What follows belongs to an exercise in optimizing a design on an open flow for a short achievable clock period and few clock cycles per item; a production flow would make more cautious choices.
Power and IR drop assume default switching activity.

==> 12-11: inputs <==
// rvfe_top
module rvfe_top #(
    parameter fe_pkg::addr_t RST_PC = 64'h400000
) (
    input  logic        clk,
    input  logic        rst,
    output logic        icache_req,
    output logic [63:0] icache_addr,
    input  logic        icache_done,
    input  logic [63:0] icache_data,
    output logic        dec_valid,
    output logic [63:0] dec_pc,
    output logic [4:0]  dec_opcode,
    output logic [2:0]  dec_funct3,
    output logic [6:0]  dec_funct7,
    output logic [63:0] dec_imm,
    output logic [4:0]  dec_rs1,
    output logic [4:0]  dec_rs2,
    output logic [4:0]  dec_rd,
    output logic        dec_compressed,
    output logic        dec_illegal,
    input  logic        dec_ready
);
Settings: LEC_CHECK=0, CAP_MARGIN=20, CORE_MARGIN=2, CORE_UTILIZATION=40, PLACE_DENSITY=0.6, SLEW_MARGIN=20; clock period 7.5 ns.
run.sh (not shown) runs the stock make flow with config.mk's settings and CLKGATE_MAP_FILE= SYNTH_SCRIPT=/design/flow/synth_recipe.tcl, a recipe that flattens the netlist after the stock synthesis.
==> 03-08 (differences from 12-11) <==
--- a/flow/design.v
+++ b/flow/design.v
@@ -182,31 +182,35 @@
     end
 endmodule
 `default_nettype wire
 `default_nettype none
 module fe_pc #(
     parameter fe_pkg::addr_t RST_PC = 64'h400000,
-    parameter int            LO     = 8
+    parameter int            SH     = 1,
+    parameter int            LO     = 7
 ) (
     input  logic          clk,
     input  logic          rst,
-    input  logic [3:0]    step,
+    input  logic          en,
+    input  logic [1:0]    step,
     output fe_pkg::addr_t q
 );
-    logic [LO-1:0] lo_q;
-    logic [63-LO:0] hi_q;
-    logic [LO:0]   lo_sum;
-    assign lo_sum = {1'b0, lo_q} + {{(LO-3){1'b0}}, step};
-    assign q      = {hi_q, lo_q};
+    logic [LO-1:0]      lo_q;
+    logic [63-SH-LO:0]  hi_q;
+    logic [LO:0]        lo_sum;
+    logic [63-SH-LO:0]  hi_inc;
+    assign lo_sum = {1'b0, lo_q} + {{(LO-1){1'b0}}, step};
+    assign hi_inc = hi_q + 1'b1;
+    assign q      = {hi_q, lo_q, RST_PC[SH-1:0]};
     always_ff @(posedge clk) begin
         if (rst) begin
-            {hi_q, lo_q} <= RST_PC;
-        end else begin
+            {hi_q, lo_q} <= RST_PC[63:SH];
+        end else if (en) begin
             lo_q <= lo_sum[LO-1:0];
             if (lo_sum[LO])
-                hi_q <= hi_q + 1'b1;
+                hi_q <= hi_inc;
         end
     end
 endmodule
 `default_nettype wire
 `default_nettype none
 module fe_fetch #(
@@ -222,80 +226,72 @@
     output fe_pkg::addr_t  icache_addr,
     input  logic           icache_done,
     input  fe_pkg::xword_t icache_data
 );
     logic req_q;
     logic busy_q;
-    logic done_q;
-    fe_pkg::xword_t data_q;
     assign icache_req = req_q;
-    assign blk_valid  = done_q;
-    assign blk_data   = data_q;
+    assign blk_valid  = busy_q & icache_done;
+    assign blk_data   = icache_data;
     fe_pc #(
         .RST_PC (RST_PC),
-        .LO     (8)
+        .SH     (3),
+        .LO     (6)
     ) u_addr (
         .clk  (clk),
         .rst  (rst),
-        .step ({req_q, 3'd0}),
+        .en   (req_q),
+        .step (2'd1),
         .q    (icache_addr)
     );
     always_ff @(posedge clk) begin
         if (rst) begin
             req_q  <= 1'b1;
             busy_q <= 1'b0;
-            done_q <= 1'b0;
         end else begin
-            req_q  <= (busy_q & icache_done & space8) | (~busy_q & ~req_q & space4);
+            req_q  <= (blk_valid & space8) | (~busy_q & ~req_q & space4);
             busy_q <= req_q | (busy_q & ~icache_done);
-            done_q <= busy_q & icache_done;
         end
     end
-    always_ff @(posedge clk)
-        data_q <= icache_data;
 endmodule
 `default_nettype wire
 `default_nettype none
 module fe_align #(
-    parameter fe_pkg::addr_t RST_PC = 64'h400000,
-    parameter int            C      = 16
+    parameter int C = 16
 ) (
     input  logic               clk,
     input  logic               rst,
     input  logic               blk_valid,
     input  fe_pkg::xword_t     blk_data,
     input  logic               room,        
     output logic               space4,      
     output logic               space8,      
-    output logic               x_valid,
-    output rv_isa_pkg::instr_t x_ir,
-    output fe_pkg::addr_t      x_pc,
-    output logic               x_cmp
+    output logic               emit,
+    output rv_isa_pkg::instr_t e_ir,
+    output logic               e_cmp
 );
     logic [C-1:0][15:0] w_q;
     logic [C-1:0][15:0] w_sh;
     logic [C-1:0][15:0] w_n;
     logic [C:0]         cnt_q;     
     logic [C:0]         base;
     logic [C:0]         cnt_n;
     logic               len2;
     logic               avail;
-    logic               emit;
     logic               sh1;
     logic               sh2;
-    fe_pkg::addr_t      pc;
-    rv_isa_pkg::instr_t exp_w;
     assign len2  = w_q[0][1:0] == 2'b11;
     assign avail = len2 ? ~(cnt_q[0] | cnt_q[1]) : ~cnt_q[0];
     assign emit  = room & avail;
     assign sh1   = emit & ~len2;
     assign sh2   = emit & len2;
     assign base  = sh2 ? (cnt_q >> 2) : sh1 ? (cnt_q >> 1) : cnt_q;
     assign cnt_n = blk_valid ? (base << 4) : base;
-    assign space4 = |cnt_n[C-4:0];
-    assign space8 = |cnt_n[C-8:0];
+    assign space4 = |base[C-4:0];
+    assign space8 = |base[C-8:0];
+    assign e_cmp  = ~len2;
     always_comb begin
         for (int i = 0; i < C; i++) begin
             if (sh2)
                 w_sh[i] = (i + 2 < C) ? w_q[(i+2)%C] : 16'd0;
             else if (sh1)
                 w_sh[i] = (i + 1 < C) ? w_q[(i+1)%C] : 16'd0;
@@ -306,75 +302,64 @@
             w_n[i] = w_sh[i];
             for (int j = 0; j < 4; j++)
                 if (i >= j && blk_valid && base[(i-j+C)%C])
                     w_n[i] = blk_data[16*j +: 16];
         end
     end
-    fe_pc #(
-        .RST_PC (RST_PC),
-        .LO     (8)
-    ) u_pc (
-        .clk  (clk),
-        .rst  (rst),
-        .step ({1'b0, sh2, sh1, 1'b0}),
-        .q    (pc)
-    );
     rvc_expand u_exp (
         .parcel ({w_q[1], w_q[0]}),
-        .instr  (exp_w)
+        .instr  (e_ir)
     );
     always_ff @(posedge clk) begin
-        if (rst) begin
-            cnt_q   <= {{C{1'b0}}, 1'b1};
-            x_valid <= 1'b0;
-        end else begin
-            cnt_q   <= cnt_n;
-            x_valid <= emit;
-        end
-    end
-    always_ff @(posedge clk) begin
-        w_q   <= w_n;
-        x_ir  <= exp_w;
-        x_pc  <= pc;
-        x_cmp <= ~len2;
+        if (rst)
+            cnt_q <= {{C{1'b0}}, 1'b1};
+        else
+            cnt_q <= cnt_n;
     end
+    always_ff @(posedge clk)
+        w_q <= w_n;
 endmodule
 `default_nettype wire
 `default_nettype none
 module fe_decode #(
-    parameter int N = 4
+    parameter fe_pkg::addr_t RST_PC = 64'h400000,
+    parameter int            N      = 2
 ) (
     input  logic               clk,
     input  logic               rst,
-    input  logic               x_valid,
-    input  rv_isa_pkg::instr_t x_ir,
-    input  fe_pkg::addr_t      x_pc,
-    input  logic               x_cmp,
+    input  logic               emit,
+    input  rv_isa_pkg::instr_t e_ir,
+    input  logic               e_cmp,
     output logic               room,        
     output fe_pkg::decoded_t   dec,
     input  logic               dec_ready
 );
-    localparam int PW = $clog2(N);
+    localparam int PW = (N > 1) ? $clog2(N) : 1;
+    logic [N-1:0][32:0]        fq;          
+    logic [PW-1:0]             wr_q;
+    logic [PW-1:0]             rd_q;
+    logic [PW:0]               cnt_q;
+    logic [PW:0]               cnt_n;
+    logic                      room_q;
+    logic                      nonempty;
+    logic                      ld;
+    logic [32:0]               head;
     rv_isa_pkg::instr_t        ir;
     rv_isa_pkg::opcode_e       opc;
     rv_isa_pkg::instr_format_t fmt;
     fe_pkg::xword_t            imm;
     rv_isa_pkg::reg_addr_t     rs1;
     rv_isa_pkg::reg_addr_t     rs2;
     rv_isa_pkg::reg_addr_t     rd;
-    fe_pkg::decoded_t          rec;
-    logic [N-1:0][160:0]       fifo;        
-    fe_pkg::decoded_t          head;
-    logic [PW-1:0]             wr_q;
-    logic [PW-1:0]             rd_q;
-    logic [PW:0]               cnt_q;
-    logic                      nonempty;
-    logic                      ld;
-    logic                      pop;
-    assign ir  = x_ir;
-    assign opc = rv_isa_pkg::opcode_e'(ir[6:2]);
+    assign room     = room_q;
+    assign nonempty = cnt_q != '0;
+    assign ld       = nonempty & (dec_ready | ~dec.valid);
+    assign cnt_n    = cnt_q + {{PW{1'b0}}, emit} - {{PW{1'b0}}, ld};
+    assign head     = fq[rd_q];
+    assign ir       = head[31:0];
+    assign opc      = rv_isa_pkg::opcode_e'(ir[6:2]);
     always_comb begin
         fmt.i  = (opc == rv_isa_pkg::LOAD | opc == rv_isa_pkg::LOAD_FP | opc == rv_isa_pkg::MISC_MEM | opc == rv_isa_pkg::OP_IMM | opc == rv_isa_pkg::OP_IMM_32 | opc == rv_isa_pkg::JALR | opc == rv_isa_pkg::SYSTEM);
         fmt.u  = (opc == rv_isa_pkg::AUIPC | opc == rv_isa_pkg::LUI);
         fmt.s  = (opc == rv_isa_pkg::STORE | opc == rv_isa_pkg::STORE_FP);
         fmt.r  = (opc == rv_isa_pkg::AMO | opc == rv_isa_pkg::OP | opc == rv_isa_pkg::OP_32 | opc == rv_isa_pkg::OP_FP);
         fmt.r4 = (opc == rv_isa_pkg::MADD | opc == rv_isa_pkg::MSUB | opc == rv_isa_pkg::NMSUB | opc == rv_isa_pkg::NMADD);
@@ -395,64 +380,60 @@
             imm = {{44{ir[31]}}, ir[19:12], ir[20], ir[30:21], 1'b0};
     end
     assign rs1 = (opc == rv_isa_pkg::SYSTEM && ir[14]) ? '0 :
                  (fmt.i | fmt.s | fmt.r | fmt.r4 | fmt.b) ? ir[19:15] : '0;
     assign rs2 = (fmt.r | fmt.s | fmt.b) ? ir[24:20] : '0;
     assign rd  = (fmt.i | fmt.u | fmt.r | fmt.r4 | fmt.j) ? ir[11:7] : '0;
-    assign rec.valid      = 1'b1;
-    assign rec.pc         = x_pc;
-    assign rec.opcode     = opc;
-    assign rec.funct3     = ir[14:12];
-    assign rec.funct7     = ir[31:25];
-    assign rec.imm        = imm;
-    assign rec.rs1        = rs1;
-    assign rec.rs2        = rs2;
-    assign rec.rd         = rd;
-    assign rec.compressed = x_cmp;
-    assign rec.illegal    = ir[1:0] != 2'b11;
-    assign room     = (cnt_q + {{PW{1'b0}}, x_valid}) < (PW+1)'(N);
-    assign nonempty = cnt_q != '0;
-    assign head     = fifo[rd_q];
-    assign ld       = nonempty & (dec_ready | ~dec.valid);
-    assign pop      = ld;
     always_ff @(posedge clk) begin
         if (rst) begin
-            wr_q  <= '0;
-            rd_q  <= '0;
-            cnt_q <= '0;
+            wr_q   <= '0;
+            rd_q   <= '0;
+            cnt_q  <= '0;
+            room_q <= 1'b1;
         end else begin
-            if (x_valid)
+            if (emit)
                 wr_q <= (wr_q == PW'(N-1)) ? '0 : wr_q + 1'b1;
-            if (pop)
+            if (ld)
                 rd_q <= (rd_q == PW'(N-1)) ? '0 : rd_q + 1'b1;
-            cnt_q <= cnt_q + {{PW{1'b0}}, x_valid} - {{PW{1'b0}}, pop};
+            cnt_q  <= cnt_n;
+            room_q <= cnt_n < (PW+1)'(N);
         end
     end
     for (genvar k = 0; k < N; k++) begin : g_fifo
         always_ff @(posedge clk)
-            if (x_valid && wr_q == PW'(k))
-                fifo[k] <= rec;
+            if (emit && wr_q == PW'(k))
+                fq[k] <= {e_cmp, e_ir};
     end
+    fe_pc #(
+        .RST_PC (RST_PC),
+        .SH     (1),
+        .LO     (7)
+    ) u_pc (
+        .clk  (clk),
+        .rst  (rst),
+        .en   (dec.valid & dec_ready),
+        .step (dec.compressed ? 2'd1 : 2'd2),
+        .q    (dec.pc)
+    );
     always_ff @(posedge clk) begin
         if (rst)
             dec.valid <= 1'b0;
         else if (dec_ready | ~dec.valid)
             dec.valid <= nonempty;
     end
     always_ff @(posedge clk) begin
         if (ld) begin
-            dec.pc         <= head.pc;
-            dec.opcode     <= head.opcode;
-            dec.funct3     <= head.funct3;
-            dec.funct7     <= head.funct7;
-            dec.imm        <= head.imm;
-            dec.rs1        <= head.rs1;
-            dec.rs2        <= head.rs2;
-            dec.rd         <= head.rd;
-            dec.compressed <= head.compressed;
-            dec.illegal    <= head.illegal;
+            dec.opcode     <= opc;
+            dec.funct3     <= ir[14:12];
+            dec.funct7     <= ir[31:25];
+            dec.imm        <= imm;
+            dec.rs1        <= rs1;
+            dec.rs2        <= rs2;
+            dec.rd         <= rd;
+            dec.compressed <= head[32];
+            dec.illegal    <= ir[1:0] != 2'b11;
         end
     end
 endmodule
 `default_nettype wire
 `default_nettype none
 module rvfe_top #(
@@ -479,16 +460,15 @@
 );
     logic               space4;
     logic               space8;
     logic               blk_valid;
     fe_pkg::xword_t     blk_data;
     logic               room;
-    logic               x_valid;
-    rv_isa_pkg::instr_t x_ir;
-    fe_pkg::addr_t      x_pc;
-    logic               x_cmp;
+    logic               emit;
+    rv_isa_pkg::instr_t e_ir;
+    logic               e_cmp;
     fe_pkg::decoded_t   dec;
     assign dec_valid      = dec.valid;
     assign dec_pc         = dec.pc;
     assign dec_opcode     = dec.opcode;
     assign dec_funct3     = dec.funct3;
     assign dec_funct7     = dec.funct7;
@@ -509,34 +489,32 @@
         .blk_data    (blk_data),
         .icache_req  (icache_req),
         .icache_addr (icache_addr),
         .icache_done (icache_done),
         .icache_data (icache_data)
     );
-    fe_align #(
-        .RST_PC (RST_PC)
-    ) u_align (
+    fe_align u_align (
         .clk       (clk),
         .rst       (rst),
         .blk_valid (blk_valid),
         .blk_data  (blk_data),
         .room      (room),
         .space4    (space4),
         .space8    (space8),
-        .x_valid   (x_valid),
-        .x_ir      (x_ir),
-        .x_pc      (x_pc),
-        .x_cmp     (x_cmp)
+        .emit      (emit),
+        .e_ir      (e_ir),
+        .e_cmp     (e_cmp)
     );
-    fe_decode u_decode (
+    fe_decode #(
+        .RST_PC (RST_PC)
+    ) u_decode (
         .clk       (clk),
         .rst       (rst),
-        .x_valid   (x_valid),
-        .x_ir      (x_ir),
-        .x_pc      (x_pc),
-        .x_cmp     (x_cmp),
+        .emit      (emit),
+        .e_ir      (e_ir),
+        .e_cmp     (e_cmp),
         .room      (room),
         .dec       (dec),
         .dec_ready (dec_ready)
     );
 endmodule
 `default_nettype wire
SETUP_SLACK_MARGIN = 4.8   (was not set)
==> notes <==
Against 12-11, the maximum frequency of 03-08 is higher by about 80%. Of 03-08 and 12-11, 12-11 has the higher clock power (gap 49%, measured against 12-11). Between 03-08 and 12-11, the lower power is in 03-08 (gap about 33%, measured against 12-11). Via count: 12-11 is larger than 03-08 (13%).
==> figures <==
Run status: 03-08 complete, no violations; 12-11 complete, no violations
Number of flops mapped to enable cells by yosys: 03-08 386; 12-11 891
Slowest cell delay on critical path: 03-08 0.42 ns; 12-11 0.89 ns
Instance count after placement with tap cells included: 03-08 4872; 12-11 6389
Pin count of the biggest net entering global routing: 03-08 83; 12-11 195
DIE AREA: 03-08 0.08463 mm^2; 12-11 0.1387 mm^2
HPWL after DPL: 03-08 79840 um; 12-11 96250 um
Cells on worst reg2reg path: 03-08 11; 12-11 12
Met1 Use GR: 03-08 0.4027; 12-11 0.2824
Critical-path cell with the highest stage delay: 03-08 sky130_fd_sc_hd__edfxtp_1; 12-11 sky130_fd_sc_hd__buf_4
Function was not checked in any run of this note: the RTL went through the layout flow alone.

==> port drivers added, routing unchanged <==
How much do the figures lean on ideal ports? The routed layouts below were timed once more, with nothing changed but the port constraints. Step 1 sets driving cells, clkbuf_16 on the clock port and buf_2 on the other inputs (assumed; they add their load-dependent delay and slew). Step 2 times the ports against the registers' clock, not the clock port: input delays grow and output delays shrink by t, the midpoint of the rising clock arrivals with the driver on. Three values: ideal ports, drivers, drivers and shift; two values: the first two.
run | t, ns | slack for setup (ns) | worst setup path after step 2
12-11 | 0.823 | 2.089 / 2.089 / 2.089 | register to register
03-08 | 0.690 | 4.489 / 4.423 / 4.060 | input to register
After both steps every run listed still meets setup and hold. For 03-08, which loses most, drivers alone change the setup slack by -0.066 ns; drivers and shift together by -0.429 ns.
